Source: an optimization exercise on an open RTL-to-GDS flow (aim: small area, a short achievable clock period and few clock cycles per item). Production flows keep margins and buffers that such runs may drop. In this exercise RTL edits were held to simulation tests only and were not proved equivalent to the original. Power is estimated from default activity; no workload was simulated.

## run A
==> flow/design.v (excerpt) <==
module attn_loader_top (
    input  logic                      clk,
    input  logic                      rst,
    input  logic                      wb_cyc,
    input  logic                      wb_stb,
    input  logic                      wb_we,
    input  logic [8-1:0] wb_adr,
    input  logic [32-1:0]        wb_dat_w,
    output logic [32-1:0]        wb_dat_r,
    output logic                      wb_ack,
    output logic                      m_valid,
    output logic [32-1:0]        m_data,
    output logic                      m_last,
    output logic [3:0]                m_seg,
    input  logic                      ready
);
Size: ~4800 cells after synthesis, about 2300 flip-flops, ~120 I/O pins, about 68000 um2 of cells after synthesis.
make LEC_CHECK=0 CAP_MARGIN=20 CORE_MARGIN=2 CORE_UTILIZATION=60 CTS_CLUSTER_DIAMETER=150 CTS_CLUSTER_SIZE=25 PLACE_DENSITY=0.7 SETUP_SLACK_MARGIN=2.9 SLEW_MARGIN=20 finish   # period 5.0 ns
run.sh (not shown) runs the stock make flow with config.mk's settings and CLKGATE_MAP_FILE= SYNTH_SCRIPT=/design/flow/synth_recipe.tcl, a recipe that flattens the netlist after the stock synthesis.
Testbench counts of run A, summed over its fixed seeds: cycles 7,582, words 7,328.
Here is what was changed in the inputs of run B compared with run A.
# run A
export LEC_CHECK = 0
export CAP_MARGIN = 20
export CORE_MARGIN = 2
export CORE_UTILIZATION = 60
export CTS_CLUSTER_DIAMETER = 150
export CTS_CLUSTER_SIZE = 25
export PLACE_DENSITY = 0.7
export SETUP_SLACK_MARGIN = 2.9
export SLEW_MARGIN = 20
create_clock -name core_clock -period 5.0 [get_ports {clk}]
# run B
export LEC_CHECK = 0
export CAP_MARGIN = 20
export CORE_MARGIN = 2
export CORE_UTILIZATION = 60
export CTS_CLUSTER_DIAMETER = 150
export CTS_CLUSTER_SIZE = 25
export PLACE_DENSITY = 0.7
export SETUP_SLACK_MARGIN = 2.8
export SLEW_MARGIN = 20
export TNS_END_PERCENT = 10
create_clock -name core_clock -period 5.0 [get_ports {clk}]
==> comparison <==
- Run B vs run A, internal portion of total power went down by 0.078 mW.
- Run A -> run B: highest achievable clock rate increased by a few percent
- Run B improves on run A in minimum setup slack in the final design.
- Run B vs run A, fraction of the cycle the final worst path needs went down by 2.5 points.
- Final area: run B vs run A down about 9%
- Delta(overall power of the completed layout, run B - run A) < 0
- Of run A and run B, the higher biggest cell delay along the critical path belongs to run B.
- Looking only at via count normalized by instance count, and setting everything else aside, the lower value of run A and run B goes to run B.
Inputs modified between run B and run C:
# run B
export LEC_CHECK = 0
export CAP_MARGIN = 20
export CORE_MARGIN = 2
export CORE_UTILIZATION = 60
export CTS_CLUSTER_DIAMETER = 150
export CTS_CLUSTER_SIZE = 25
export PLACE_DENSITY = 0.7
export SETUP_SLACK_MARGIN = 2.8
export SLEW_MARGIN = 20
export TNS_END_PERCENT = 10
create_clock -name core_clock -period 5.0 [get_ports {clk}]
# run C
export LEC_CHECK = 0
export CAP_MARGIN = 20
export CORE_MARGIN = 2
export CORE_UTILIZATION = 60
export CTS_CLUSTER_DIAMETER = 150
export CTS_CLUSTER_SIZE = 25
export PLACE_DENSITY = 0.7
export SETUP_SLACK_MARGIN = 2.7
export SLEW_MARGIN = 20
create_clock -name core_clock -period 5.0 [get_ports {clk}]
==> comparison <==
On design area, run B and run C are neck and neck.
The lower sum of routed wire length over all layers came out of run B.
Run C gives more number of fill cells in the layout than run B did.
Global routing usage summed across all routing layers ends up lower on run B.
What run D does differently from run C at the input level:
# run C
export LEC_CHECK = 0
export CAP_MARGIN = 20
export CORE_MARGIN = 2
export CORE_UTILIZATION = 60
export CTS_CLUSTER_DIAMETER = 150
export CTS_CLUSTER_SIZE = 25
export PLACE_DENSITY = 0.7
export SETUP_SLACK_MARGIN = 2.7
export SLEW_MARGIN = 20
create_clock -name core_clock -period 5.0 [get_ports {clk}]
# run D
export LEC_CHECK = 0
export CAP_MARGIN = 20
export CORE_MARGIN = 2
export CORE_UTILIZATION = 70
export CTS_CLUSTER_DIAMETER = 150
export CTS_CLUSTER_SIZE = 25
export PLACE_DENSITY = 0.8
export SETUP_SLACK_MARGIN = 2.8
export SLEW_MARGIN = 20
create_clock -name core_clock -period 5.0 [get_ports {clk}]
### Flow results
The run showing the greater worst hold slack is run D. The share of power burned in combinational logic on run D is in line with that on run C. NOTE design area run C->run D increased slightly. Wire length (run D over run C): increase, about 6%. Run D — count of clock-buffer cells in the layout about 6% lower, run C as reference. For power after layout, run D and run C come out practically identical. Re proportion of power drawn by the clock network: run C and run D aren't equal, and the lower value belongs to run D. On pre-CTS setup slack: between run C and run D, it ends up lower for run D.
For run E, these inputs were changed with respect to run D:
# run D
export LEC_CHECK = 0
export CAP_MARGIN = 20
export CORE_MARGIN = 2
export CORE_UTILIZATION = 70
export CTS_CLUSTER_DIAMETER = 150
export CTS_CLUSTER_SIZE = 25
export PLACE_DENSITY = 0.8
export SETUP_SLACK_MARGIN = 2.8
export SLEW_MARGIN = 20
create_clock -name core_clock -period 5.0 [get_ports {clk}]
# run E
export LEC_CHECK = 0
export CAP_MARGIN = 20
export CORE_MARGIN = 2
export CORE_UTILIZATION = 60
export CTS_CLUSTER_DIAMETER = 150
export CTS_CLUSTER_SIZE = 25
export PLACE_DENSITY = 0.7
export SETUP_SLACK_MARGIN = 2.8
export SLEW_MARGIN = 20
create_clock -name core_clock -period 5.0 [get_ports {clk}]
## What came out
- Run E gives more fraction of area in multi-input gates than run D did.
- The lower area of all placed cells without fillers of run E and run D is in run E.
- The lower fraction of area in registers of run E and run D is in run D.
- Compared with run D, in run E maximum frequency went up; count of non-CTS buffers in the layout now sits lower; final cell count went up about 3%.
Edits applied to the flow inputs when going from run E to run F:
# run E
export LEC_CHECK = 0
export CAP_MARGIN = 20
export CORE_MARGIN = 2
export CORE_UTILIZATION = 60
export CTS_CLUSTER_DIAMETER = 150
export CTS_CLUSTER_SIZE = 25
export PLACE_DENSITY = 0.7
export SETUP_SLACK_MARGIN = 2.8
export SLEW_MARGIN = 20
create_clock -name core_clock -period 5.0 [get_ports {clk}]
# run F
export LEC_CHECK = 0
export CAP_MARGIN = 20
export CORE_MARGIN = 2
export CORE_UTILIZATION = 60
export CTS_CLUSTER_DIAMETER = 150
export CTS_CLUSTER_SIZE = 28
export PLACE_DENSITY = 0.7
export SETUP_SLACK_MARGIN = 2.8
export SLEW_MARGIN = 20
create_clock -name core_clock -period 5.0 [get_ports {clk}]
==> comparison <==
Relative area change from synthesis to final layout on run F is down relative to run E. Delta (run F minus run E): worst-case headroom to the max-slew limit fell by 0.40 points, power per unit of standard cell area fell by 6.0 nW/um2, total power consumption of the routed design fell by 1.8%, total CTS buffers fell by about 10%. In summary, run F completed successfully, with a layout that passed the timing, design-rule and antenna checks.

port drivers added, routing unchanged:
How much do the figures lean on ideal ports? The routed layouts below were timed once more, with nothing changed but the port constraints. Step 1: set_driving_cell puts a clkbuf_16 on clk and a buf_2 on each other input, an assumption about the parent block. Step 2 times the ports against the registers' clock, not the clock port: input delays grow and output delays shrink by t, the midpoint of the rising clock arrivals with the driver on. Slacks: no drivers / after step 1 / after step 2; pairs: no drivers / after step 1.
run	shift t [ns]	setup WS [ns]	worst hold slack (ns)	pins driven straight from the clock port
run A	0.832	2.430 / 2.430 / 2.058	0.307 / 0.307 / 0.307	1
run B	0.806	2.554 / 2.521 / 1.968	0.310 / 0.310 / 0.310	1
run C	0.803	2.637 / 2.558 / 2.003	0.306 / 0.306 / 0.306	1
run D	0.798	2.460 / 2.460 / 1.892	0.312 / 0.312 / 0.312	1
run E	0.802	2.640 / 2.560 / 2.045	0.310 / 0.310 / 0.310	1
run F	0.786	2.635 / 2.559 / 2.035	0.317 / 0.317 / 0.317	1
After both steps setup and hold are still met in every run listed. The setup slack of run C, which loses most, moves by -0.079 ns with the drivers and by -0.634 ns with both steps.
